Context: an optimization exercise on an open-source flow, tuned for small area, a short achievable clock period and few clock cycles per item. The choices shown serve that exercise and are no tape-out recipe.
Only simulation tests tie the RTL to the original design; equivalence was not proved.
Power figures rest on the tool's default switching activity, not on a simulated workload.

// multiword_add_sequencer
module multiword_add_sequencer (
  input  logic         clk,
  input  logic         rst,
  input  logic         in_valid,
  output logic         in_ready,
  input  logic [255:0] a,
  input  logic [255:0] b,
  input  logic         cin,
  input  logic         sub,
  output logic         out_valid,
  input  logic         out_ready,
  output logic [255:0] sum,
  output logic         cout
);
  localparam int W  = 256;
  localparam int K  = 8;        
  localparam int NB = W / K;    
  localparam int LK = $clog2(K);
  localparam int LB = $clog2(NB);
  logic [W-1:0]  bx, g, p, s0_d;
  logic [NB-1:0] bg, bp;         
  logic [NB:0]   bc_d;           
  assign bx = b ^ {W{sub}};
  assign g  = a & bx;
  assign p  = a ^ bx;
  always_comb begin
    logic [K-1:0] tg, tp;
    for (int j = 0; j < NB; j++) begin
      tg = g[j*K +: K];
      tp = p[j*K +: K];
      if (j == 0) tg[0] = tg[0] | (tp[0] & (sub | cin));
      for (int l = 0; l < LK; l++)
        for (int i = 0; i < K; i++)
          if (i[l]) begin
            tg[i] = tg[i] | (tp[i] & tg[((i >> l) << l) - 1]);
            tp[i] = tp[i] & tp[((i >> l) << l) - 1];
          end
      s0_d[j*K] = p[j*K] ^ ((j == 0) ? (sub | cin) : 1'b0);
      for (int i = 1; i < K; i++) s0_d[j*K+i] = p[j*K+i] ^ tg[i-1];
      bg[j] = tg[K-1];
      bp[j] = tp[K-1];
    end
  end
  always_comb begin
    logic [NB-1:0] tg, tp;
    tg = bg;
    tp = bp;
    for (int l = 0; l < LB; l++)
      for (int i = 0; i < NB; i++)
        if (i[l]) begin
          tg[i] = tg[i] | (tp[i] & tg[((i >> l) << l) - 1]);
          tp[i] = tp[i] & tp[((i >> l) << l) - 1];
        end
    bc_d[0] = 1'b0;
    for (int j = 1; j <= NB; j++) bc_d[j] = tg[j-1];
  end
  logic [W-1:0]  s0_q;
  logic [NB:1]   bc_q;
  logic          valid_q;
  assign in_ready = ~valid_q | out_ready;
  always_ff @(posedge clk or posedge rst) begin
    if (rst)           valid_q <= 1'b0;
    else if (in_ready) valid_q <= in_valid;
  end
  always_ff @(posedge clk) begin
  ...
Size: about 2700 cells after synthesis, about 780 I/O pins, ~25000 sq um of cells after synthesis.
clock: 6.5 ns
lec_check: 0
abc_area: 1
cap_margin: 20
core_margin: 2
core_utilization: 40
cts_buf_list: sky130_fd_sc_hd__clkbuf_8
cts_cluster_diameter: 100
cts_cluster_size: 12
setup_slack_margin: 2.8
slew_margin: 20
standard.sh (not shown) runs the stock make flow with config.mk's settings and CLKGATE_MAP_FILE= SYNTH_SCRIPT=/design/flow/synth_recipe.tcl, a recipe that flattens the netlist after the stock synthesis.
==> flow/flow/run.sh <==
#!/bin/bash
# The standard layout (standard.sh), with every port buffered by the
# smallest buffer cell instead of the one buffer_ports picks by default.
set -euo pipefail
export BUFFER_PORTS_ARGS="-buffer_cell sky130_fd_sc_hd__buf_1"
bash standard.sh > standard.log 2>&1
Testbench counts at the start, summed over its fixed seeds: cycles 1,608, items 1,600.
==> next run, changes <==
- ABC_AREA: 1 -> unset
- ABC_CLOCK_PERIOD_IN_PS: unset -> 3000
- CTS_BUF_LIST: sky130_fd_sc_hd__clkbuf_8 -> unset
- CTS_CLUSTER_DIAMETER: 100 -> unset
- CTS_CLUSTER_SIZE: 12 -> unset
- SETUP_SLACK_MARGIN: 2.8 -> 3.2
Via count went up by 2.2%.
Clock-buffer cell count went up by 9.
Clock power went up by about 90%.
Power went up by about 20%.
==> next run, changes <==
- ABC_AREA: unset -> 1
- ABC_CLOCK_PERIOD_IN_PS: 3000 -> unset
- CORE_UTILIZATION: 40 -> 60
- CTS_BUF_LIST: unset -> sky130_fd_sc_hd__clkbuf_8
Outcome: With this change the flow never finished: it broke off in I/O pin placement (PPL-0024); synthesized cell count rose by about a fifth; synthesized area grows by a few percent.
==> next run, changes <==
- CORE_UTILIZATION: 60 -> 40
Outcome: This time the run finished clean. Area after synthesis is unchanged. Synthesized cell count is unchanged.
==> next run, changes <==
- CTS_BUF_LIST: sky130_fd_sc_hd__clkbuf_8 -> unset
Critical path depth climbs by 9.
Setup slack improves by 5.1 ps.
First-iteration DRC count rose by 19%.
Cell area shrinks by about 1.4%.
Hold slack improves by 83 ps.
Total power rises by about 3%.
Synthesized area does not change.
Sequential power hardly moves.
Fmax is about the same.
Core utilization fell by 0.76 points.

---

Starting RTL as in the previous note.
Design multiword_add_sequencer, start of the top module:
module multiword_add_sequencer (
  input  logic         clk,
  input  logic         rst,
  input  logic         in_valid,
  output logic         in_ready,
  input  logic [255:0] a,
  input  logic [255:0] b,
  input  logic         cin,
  input  logic         sub,
  output logic         out_valid,
  input  logic         out_ready,
  output logic [255:0] sum,
  output logic         cout
);
==> flow/config.mk <==
export PLATFORM = sky130hd
export DESIGN_NAME = multiword_add_sequencer
export DESIGN_NICKNAME = multiword_add_sequencer
export VERILOG_FILES = /design/flow/design.v
export SDC_FILE = /design/flow/constraint.sdc
export NUM_CORES = 4
export LEC_CHECK = 0
export ABC_AREA = 1
export CAP_MARGIN = 20
export CORE_MARGIN = 2
export CORE_UTILIZATION = 40
export SETUP_SLACK_MARGIN = 2.5
export SLEW_MARGIN = 20
==> flow/constraint.sdc <==
create_clock -name core_clock -period 6.5 [get_ports {clk}]
set_input_delay 1.3000 -clock core_clock [delete_from_list [all_inputs] [get_ports {clk}]]
set_output_delay 1.3000 -clock core_clock [all_outputs]
set_load 0.01 [all_outputs]
Scripts as last shown in full above: flow/flow/run.sh
Testbench counts at the start, summed over its fixed seeds: cycles 1,608, items 1,600.
Change:
- ABC_AREA: 1 -> not set
- SETUP_SLACK_MARGIN: 2.5 -> 3.2
Area after synthesis is lower by 2.9%.
Critical path depth increases by 1.
Worst hold slack is worse by 17 ps.
Design area climbs by 6.3%.
Change:
- ABC_AREA: not set -> 1
- SETUP_SLACK_MARGIN: 3.2 -> 2.8
The changed run finished with timing, DRC and antenna clean.
Non-clock buffer count shrinks by 116.
Area after synthesis grows by 3.0%.
Power shrinks by 7.2%.
Worst hold slack improves by 29 ps.
Change:
- CTS_BUF_LIST: not set -> sky130_fd_sc_hd__clkbuf_8
- SETUP_SLACK_MARGIN: 2.8 -> 3.0
What happened: Via count goes up by 3.3%. Sequential cell count stays the same. Design area goes up by 3.8%. Die area does not change. Maximum frequency goes up by 1.8%. Clock skew goes up by 15 ps. Routed wire length goes up by 4.3%. Worst setup slack is better by 62 ps.

---

job 266:
Starting RTL as in the previous note.
export LEC_CHECK = 0
export ABC_AREA = 1
export CAP_MARGIN = 20
export CORE_MARGIN = 2
export CORE_UTILIZATION = 40
export CTS_BUF_LIST = sky130_fd_sc_hd__clkbuf_8
export CTS_CLUSTER_DIAMETER = 100
export CTS_CLUSTER_SIZE = 12
export PLACE_DENSITY = 0.8
export SETUP_SLACK_MARGIN = 2.9
export SLEW_MARGIN = 20
create_clock -name core_clock -period 6.5 [get_ports {clk}]
==> flow/flow/run.sh <==
#!/bin/bash
# The standard layout (standard.sh) with two changes:
#  - every port is buffered by the smallest buffer cell instead of the one
#    buffer_ports picks by default;
#  - after the standard synthesis, polfix.py re-chooses the polarity of the
#    full-adder groups so that fewer inverters are needed (combinational
#    cells only; registers untouched), then the layout continues from it.
set -euo pipefail
export BUFFER_PORTS_ARGS="-buffer_cell sky130_fd_sc_hd__buf_1"
R=$PWD/orfs/results/sky130hd/multiword_add_sequencer/base
bash standard.sh "$R/1_2_yosys.v" > synth.log 2>&1
cp "$R/1_2_yosys.v" "$R/1_2_yosys.standard.v"
python3 flow/polfix.py "$R/1_2_yosys.standard.v" "$R/1_2_yosys.v" > polfix.log 2>&1
bash standard.sh > layout.log 2>&1
Other scripts of this flow, unchanged in this note and not shown: flow/flow/polfix.py
Testbench counts of job 266, summed over its fixed seeds: cycles 1,608, items 1,600.
For job 884, these inputs were changed with respect to job 266:
- SETUP_SLACK_MARGIN now 2.8, was 2.9
==> flow/flow/run.sh <==
#!/bin/bash
# The standard layout (standard.sh) with three changes:
#  - synthesis maps the logic with the ABC script in flow/abc.script (in
#    place of ORFS's abc_area.script; the rest of the synthesis is ORFS's);
#  - after synthesis, polfix.py re-chooses the polarity of the full-adder
#    groups so that fewer inverters are needed (combinational cells only;
#    registers untouched);
#  - every port is buffered by the smallest buffer cell instead of the one
#    buffer_ports picks by default.
set -euo pipefail
export BUFFER_PORTS_ARGS="-buffer_cell sky130_fd_sc_hd__buf_1"
R=$PWD/orfs/results/sky130hd/multiword_add_sequencer/base
rm -rf "$PWD/scripts"
cp -r "$FLOW_HOME/scripts" "$PWD/scripts"
cp flow/abc.script "$PWD/scripts/abc_area.script"
SCRIPTS_DIR="$PWD/scripts" bash standard.sh "$R/1_2_yosys.v" > synth.log 2>&1
cp "$R/1_2_yosys.v" "$R/1_2_yosys.abc.v"
python3 flow/polfix.py "$R/1_2_yosys.abc.v" "$R/1_2_yosys.v" > polfix.log 2>&1
bash standard.sh > layout.log 2>&1
==> flow/flow/abc.script (new file) <==
strash
&get -n
&st
&dch
&nf
&put
topo
stime -c
buffer -c
upsize -c
dnsize -c
--- outcome ---
Between job 266 and job 884, the flow reports die boundary width decreasing slightly. Job 884 ended with less met3 usage in global routing than job 266. [job 884] power share of the combinational group fell 1.8 points relative to job 266. On wire length, the lower figure sits with job 884, not job 266. Job 884 vs job 266: total power down.
Edits applied to the flow inputs when going from job 884 to job 8383:
- CAP_MARGIN changed from 20 to 5
- SLEW_MARGIN changed from 20 to 5
==> flow/flow/run.sh <==
#!/bin/bash
# The standard layout (standard.sh) with two changes:
#  - every port is buffered by the smallest buffer cell instead of the one
#    buffer_ports picks by default;
#  - after the standard synthesis, polfix.py re-chooses the polarity of the
#    full-adder groups so that fewer inverters are needed (combinational
#    cells only; registers untouched), then the layout continues from it.
set -euo pipefail
export BUFFER_PORTS_ARGS="-buffer_cell sky130_fd_sc_hd__buf_1"
R=$PWD/orfs/results/sky130hd/multiword_add_sequencer/base
bash standard.sh "$R/1_2_yosys.v" > synth.log 2>&1
cp "$R/1_2_yosys.v" "$R/1_2_yosys.standard.v"
python3 flow/polfix.py "$R/1_2_yosys.standard.v" "$R/1_2_yosys.v" > polfix.log 2>&1
bash standard.sh > layout.log 2>&1
removed: flow/flow/abc.script
Notes after the runs:
Job 8383 reached the final stage; the timing, DRC and antenna checks on its layout passed. As far as portion of the layout cell area used by clock cells is concerned, job 884 and job 8383 perform about the same. Flip-flop and latch count: job 884 vs job 8383 — no meaningful difference. Synthesized cell count: job 884 and job 8383 compared, higher one is job 8383. Between job 884 and job 8383, the wire length of the first global-routing pass is lower for job 8383. Job 8383 vs job 884: number of global-route vias before repair up by a few percent. Measured against each other, job 884 and job 8383 differ in ratio of final minimum period to clock period, the higher figure coming from job 884. From job 884 to job 8383 the numbers moved as follows: number of signal-net buffers in the layout lower; hold violation count in the final report now sits at about the same level. Of job 884 and job 8383, job 884 shows the lower global placer's final weighted congestion, with job 8383 above it. Job 8383 gives more synthesized area than job 884 did.
### job 8383 -> job 4495
- swapping 5 for 20 in CAP_MARGIN
- swapping 5 for 20 in SLEW_MARGIN
- clearing PLACE_DENSITY, which used to be 0.8
Findings:
Job 8383 was routed with more vias than job 4495.
Final design area excluding fillers deteriorates in job 4495 relative to job 8383.
Job 8383 → job 4495: wire length decreased 0.38%; final design utilization increased 0.29 points; ratio of final minimum period to clock period decreased 0.20 points.
The following lists how job 6398 was set up differently from job 4495:
- an added PLACE_DENSITY of 0.8
- a change of CTS_BUF_LIST from sky130_fd_sc_hd__clkbuf_8 to sky130_fd_sc_hd__clkbuf_4 sky130_fd_sc_hd__clkbuf_8
[summary]
- Relative to job 4495, the area added between synthesis and finish of job 6398 is lower by 0.56 points.
- Per the final summary, job 6398 finished and its layout is clean on timing, DRC and antenna.
- Changes observed in job 6398 relative to job 4495: wire length up 420 µm; core utilization down 0.23 points; cell depth of the worst setup path down 11.
- Looking only at worst setup margin, and setting everything else aside, the higher value of job 4495 and job 6398 goes to job 4495.
- Cmp job 4495 and job 6398 / total chip power / lower: job 4495
- On number of levels in the clock H-tree, job 4495 tracks job 6398 almost exactly.
- Across both runs, filler-free cell count of the finished design was lower for job 6398 than for job 4495.
What job 2387 does differently from job 6398 at the input level:
- CTS_BUF_LIST: sky130_fd_sc_hd__clkbuf_4 sky130_fd_sc_hd__clkbuf_8 -> sky130_fd_sc_hd__clkbuf_8
==> run notes <==
- Any difference in non-clock buffering overhead in the final layout between job 6398 and job 2387 is small enough to ignore.
- Sequential share of layout area: job 2387 vs job 6398 — no meaningful difference
- Number of fillers in the final layout across job 2387 and job 6398: no real change.
- There was hardly any difference in average wire per cell in the routed design between job 2387 and job 6398.

[separate check: timing with driven ports]
The flow's constraints put no driver on any port. The routed layouts listed below were extracted and timed again, unchanged, in two steps.
Step 1 assumes that a clkbuf_16 drives the clock port and a buf_2 every other input.
Step 2 moves the port delays by t, midway between the first and last clock arrival at a register: inputs arrive t later, outputs are due t later. That takes back most of the time a late clock gives input paths.
Slacks: ideal ports / drivers / drivers and shift; pairs: ideal ports / drivers.
| run | t (ns) | setup WS [ns] | worst setup path after step 2 | clock arrival spread, ns | worst register clock-pin slew, ns |
|---|---|---|---|---|---|
| the first run of note 1 | 0.693 | 2.897 / 2.843 / 2.275 | input to register | 0.039 / 0.039 | 0.10 / 0.10 |
| the second run of note 1 | 0.615 | 2.007 / 1.924 / 1.309 | input to register | 0.036 / 0.036 | 0.06 / 0.06 |
| the fourth run of note 1 | 0.697 | 3.058 / 3.002 / 2.367 | input to register | 0.021 / 0.021 | 0.07 / 0.07 |
| the fifth run of note 1 | 0.605 | 3.063 / 2.980 / 2.375 | input to register | 0.021 / 0.021 | 0.06 / 0.06 |
| the first run of note 2 | 0.598 | 2.810 / 2.806 / 2.208 | input to register | 0.016 / 0.016 | 0.06 / 0.06 |
| the second run of note 2 | 0.615 | 2.007 / 1.924 / 1.309 | input to register | 0.036 / 0.036 | 0.06 / 0.06 |
| the third run of note 2 | 0.600 | 2.933 / 2.881 / 2.321 | input to register | 0.025 / 0.026 | 0.06 / 0.06 |
| the fourth run of note 2 | 0.699 | 2.995 / 2.933 / 2.240 | input to register | 0.039 / 0.039 | 0.06 / 0.06 |
| job 266 | 0.680 | 2.934 / 2.883 / 2.211 | input to register | 0.038 / 0.038 | 0.11 / 0.11 |
| job 884 | 0.675 | 2.382 / 2.347 / 1.672 | input to register | 0.037 / 0.037 | 0.11 / 0.11 |
| job 8383 | 0.677 | 2.905 / 2.809 / 2.132 | input to register | 0.021 / 0.021 | 0.10 / 0.10 |
| job 4495 | 0.694 | 2.918 / 2.821 / 2.127 | input to register | 0.025 / 0.024 | 0.11 / 0.11 |
| job 6398 | 0.681 | 2.884 / 2.805 / 2.124 | input to register | 0.021 / 0.022 | 0.10 / 0.10 |
| job 2387 | 0.677 | 2.905 / 2.809 / 2.132 | input to register | 0.021 / 0.021 | 0.10 / 0.10 |
After both steps every run listed still meets setup and hold. The setup slack of job 4495, which loses most, moves by -0.097 ns with the drivers and by -0.791 ns with both steps.
